From an optimization exercise on the open Yosys and OpenROAD flow, aimed at small area; shortcuts taken in it are not production practice. Function was checked by simulation only, so behaviour that the tests miss may differ from the original. Power and IR drop assume default switching activity.

==> inputs of wip/juniper <==
// imu_tilt_and_gyro_rate_core
module imu_tilt_and_gyro_rate_core (
    input  wire logic         clk,
    input  wire logic         rst_n,
    input  wire logic         s_tvalid,
    output logic              s_tready,
    input  wire logic [95:0]  s_tdata,
    input  wire logic [1:0]   s_tuser,
    output logic              m_tvalid,
    input  wire logic         m_tready,
    output logic [103:0]      m_tdata,
    output logic [2:0]        m_tuser,
    input  wire logic         cfg_valid,
    output logic              cfg_ready,
    input  wire logic [1:0]   cfg_index,
    input  wire logic [9:0]   cfg_data
);
    logic [4:0]  ph;
    logic [6:0]  j;
    logic [4:0]  k;
    logic [1:0]  m;
    logic        pr;           
    logic [1:0]  pa;           
    logic [4:0]  pb;           
    logic [7:0]  calib_reg;
    logic [9:0]  gain_reg;
    logic [7:0]  count_reg;
    logic        flag_reg;
    logic        szero, bzero, bzarm;
    logic        m_tvalid_reg;
    logic [2:0]  user_reg;
    logic [71:0] sumr, biar;
    logic [15:0] f_roll;
    logic [14:0] f_pitch;
    logic        se;
    logic [23:0] f_rx, f_ry, f_rz;
    logic        xe;
    logic [1:0]  ye;
    logic [4:0]  ze;
    logic        c0, c1, c2;           
    logic [1:0]  c3;                   
    logic        seen0;                
    logic        d1, d2;               
    logic        dq1;                  
    logic        nb, qd;               
    logic        qb;                   
    logic        abit;                 
    logic        yneg, ynz, ynz_acc, zneg, rneg;
    logic        dneg, bsign;
    logic        gt;
    logic        lownz, b23, hi;
    logic signed [15:0] ax, ay, az;
    logic [7:0]  target;
    assign ax = s_tdata[15:0];
    assign ay = s_tdata[31:16];
    assign az = s_tdata[47:32];
    assign target = (calib_reg == 8'd0) ? 8'd1 : calib_reg;
  ...
export LEC_CHECK = 0
export ABC_AREA = 1
export CAP_MARGIN = 20
export CORE_MARGIN = 2
export CORE_UTILIZATION = 50
export SLEW_MARGIN = 20
create_clock -name core_clock -period 11.0 [get_ports {clk}]
standard.sh (not shown) runs the stock make flow with config.mk's settings and CLKGATE_MAP_FILE= SYNTH_SCRIPT=/design/flow/synth_recipe.tcl, a recipe that flattens the netlist after the stock synthesis.
==> flow/flow/run.sh <==
#!/bin/bash
# Own layout flow, built on the standard flow (standard.sh):
#  2. the synthesis runs again with own_synth.tcl: the same script, but ABC maps
#     the logic with abc_area_nf.script and no adder cells are placed;
#  4. the rest of the standard flow runs, with the port buffers made from the
#     smallest buffer cell and a clock tree of small clock buffers without
#     dummy loads.
# Each tool's full output goes to a log file in this folder.
set -euo pipefail
W=$(pwd)
RES=$W/orfs/results/$FLOW_PLATFORM/imu_tilt_and_gyro_rate_core/base
LOGS=$W/orfs/logs/$FLOW_PLATFORM/imu_tilt_and_gyro_rate_core/base

bash standard.sh synth > synth_standard.log 2>&1
mkdir -p ref_synth
cp $RES/1_2_yosys.v $RES/1_2_yosys.sdc $RES/1_synth.odb $RES/1_synth.sdc ref_synth/
cp $LOGS/1_2_yosys.log ref_synth/1_2_yosys.log

rm -f $RES/1_2_yosys.v $RES/1_2_yosys.sdc $RES/1_synth.odb $RES/1_synth.sdc
if ADDER_MAP_FILE= make -C "$FLOW_HOME" DESIGN_CONFIG=$W/config.mk WORK_HOME=$W/orfs \
      CLKGATE_MAP_FILE= SYNTH_SCRIPT=$W/flow/own_synth.tcl synth > synth_own.log 2>&1 \
   && python3 $W/flow/cmp_regs.py ref_synth/1_2_yosys.v $RES/1_2_yosys.v > regs_compare.log 2>&1; then
  echo "using the own synthesis" >> regs_compare.log
else
  echo "falling back to the standard synthesis" >> regs_compare.log
  cp ref_synth/1_2_yosys.v ref_synth/1_2_yosys.sdc ref_synth/1_synth.odb ref_synth/1_synth.sdc $RES/
fi
touch $RES/1_synth.odb $RES/1_synth.sdc

export BUFFER_PORTS_ARGS="-buffer_cell sky130_fd_sc_hd__buf_1"
export CTS_ARGS="-sink_clustering_enable -repair_clock_nets -dont_use_dummy_load -buf_list {sky130_fd_sc_hd__clkbuf_4} -sink_clustering_size 13 -sink_clustering_max_diameter 40"
bash standard.sh > standard_flow.log 2>&1
cp -r orfs/logs ./orfs_logs 2>/dev/null || true
==> flow/flow/abc_area_nf.script <==
strash
&get -n
&fraig -x
&put
dc2
strash
&get -n
&dch -f
&nf -R 1000
&put
==> flow/flow/cmp_regs.py <==
import re, sys
def ffs(path):
    s = open(path).read()
    out = set()
    for m in re.finditer(r'^\s*(sky130_fd_sc_hd__(\w+?))\s+(\\\S+|\S+)\s*\(', s, re.M):
        cell, base, inst = m.group(1), m.group(2), m.group(3)
        if re.match(r'(e?df|sdf|dl)', base):
            out.add((re.sub(r'_\d+$', '', cell), inst))
    return out
a, b = ffs(sys.argv[1]), ffs(sys.argv[2])
print(len(a), len(b), "same" if a == b else "DIFFERENT")
if a != b:
    print(sorted(a - b)[:10]); print(sorted(b - a)[:10])
    sys.exit(1)
==> flow/flow/own_synth.tcl <==
# The standard synthesis script (synth_recipe.tcl), with one change: the
# combinational logic is mapped by ABC with abc_area_nf.script (next to this
# file) instead of ORFS's area script. Registers are mapped before ABC runs,
# so they come out as in the standard synthesis.
proc synth {args} { yosys synth -nofsm -noshare {*}$args }
set ::own_abc_script [file join [file dirname [file normalize [info script]]] abc_area_nf.script]
proc own_abc_script_trace {name1 name2 op} {
  upvar #0 abc_args a
  set i [lsearch -exact $a -script]
  if { $i >= 0 && [lindex $a [expr {$i + 1}]] ne $::own_abc_script } {
    lset a [expr {$i + 1}] $::own_abc_script
  }
}
trace add variable ::abc_args write own_abc_script_trace
source $::env(SCRIPTS_DIR)/synth.tcl
# left out here: clear keep_hierarchy, flatten, clean up, hide names made inside functions, write 1_2_yosys.v
==> wip/amber (differences from wip/juniper) <==
==> flow/flow/run.sh (replaced) <==
#!/bin/bash
# Own layout flow: the standard flow, with the port buffers made from the
# smallest buffer cell and a clock tree built from small clock buffers without
# dummy loads. Each tool's full output goes to a log file in this folder.
set -euo pipefail
export BUFFER_PORTS_ARGS="-buffer_cell sky130_fd_sc_hd__buf_1"
export CTS_ARGS="-sink_clustering_enable -repair_clock_nets -dont_use_dummy_load -buf_list {sky130_fd_sc_hd__clkbuf_2 sky130_fd_sc_hd__clkbuf_4 sky130_fd_sc_hd__clkbuf_8} -sink_clustering_size 12 -sink_clustering_max_diameter 40"
bash standard.sh > standard_flow.log 2>&1
cp -r orfs/logs ./orfs_logs 2>/dev/null || true
Settings changed: CORE_UTILIZATION 50 to 65.
removed: flow/flow/abc_area_nf.script
removed: flow/flow/cmp_regs.py
removed: flow/flow/own_synth.tcl
==> wip/violet (differences from wip/juniper) <==
--- a/flow/flow/run.sh
+++ b/flow/flow/run.sh
@@ -29,5 +29,5 @@
 
 export BUFFER_PORTS_ARGS="-buffer_cell sky130_fd_sc_hd__buf_1"
-export CTS_ARGS="-sink_clustering_enable -repair_clock_nets -dont_use_dummy_load -buf_list {sky130_fd_sc_hd__clkbuf_4} -sink_clustering_size 13 -sink_clustering_max_diameter 40"
+export CTS_ARGS="-sink_clustering_enable -repair_clock_nets -dont_use_dummy_load -buf_list {sky130_fd_sc_hd__clkbuf_2 sky130_fd_sc_hd__clkbuf_4 sky130_fd_sc_hd__clkbuf_8} -sink_clustering_size 12 -sink_clustering_max_diameter 40"
 bash standard.sh > standard_flow.log 2>&1
 cp -r orfs/logs ./orfs_logs 2>/dev/null || true
==> summary of the runs <==
- wip/amber produced a clean layout. wip/juniper completed without violations. wip/violet produced a clean layout.
- Fmax: wip/juniper is smaller than wip/amber (13%).
- Power: wip/violet is larger than wip/amber (about 7%).
- The highest global-route usage belongs to wip/amber, the lowest to wip/juniper.
- Clock-buffer cell count, lowest first: wip/amber, wip/juniper, wip/violet.
- Via count is about the same in wip/juniper and wip/violet.

-- port drivers added, routing unchanged --
The flow's constraints put no driver on any port. The routed layouts listed below were extracted and timed again, unchanged, in two steps. Step 1 (the two cells are an assumption about what drives the block):
set clk [get_ports {clk}]
set_driving_cell -lib_cell sky130_fd_sc_hd__clkbuf_16 $clk
set_driving_cell -lib_cell sky130_fd_sc_hd__buf_2 [delete_from_list [all_inputs] $clk]
Step 2 also shifts input and output timing later by t, the mid clock arrival at the registers, as if the neighbouring blocks saw the same clock. a / b / c = ideal / step 1 / step 2; a / b = the first two.
run	t, ns	slack for setup (ns)	cell pins on the clock port's net
wip/juniper	0.701	2.427 / 2.427 / 2.427	1
wip/amber	0.579	3.508 / 3.508 / 3.508	1
wip/violet	0.595	2.357 / 2.357 / 2.357	1
After both steps setup and hold are still met in every run listed.
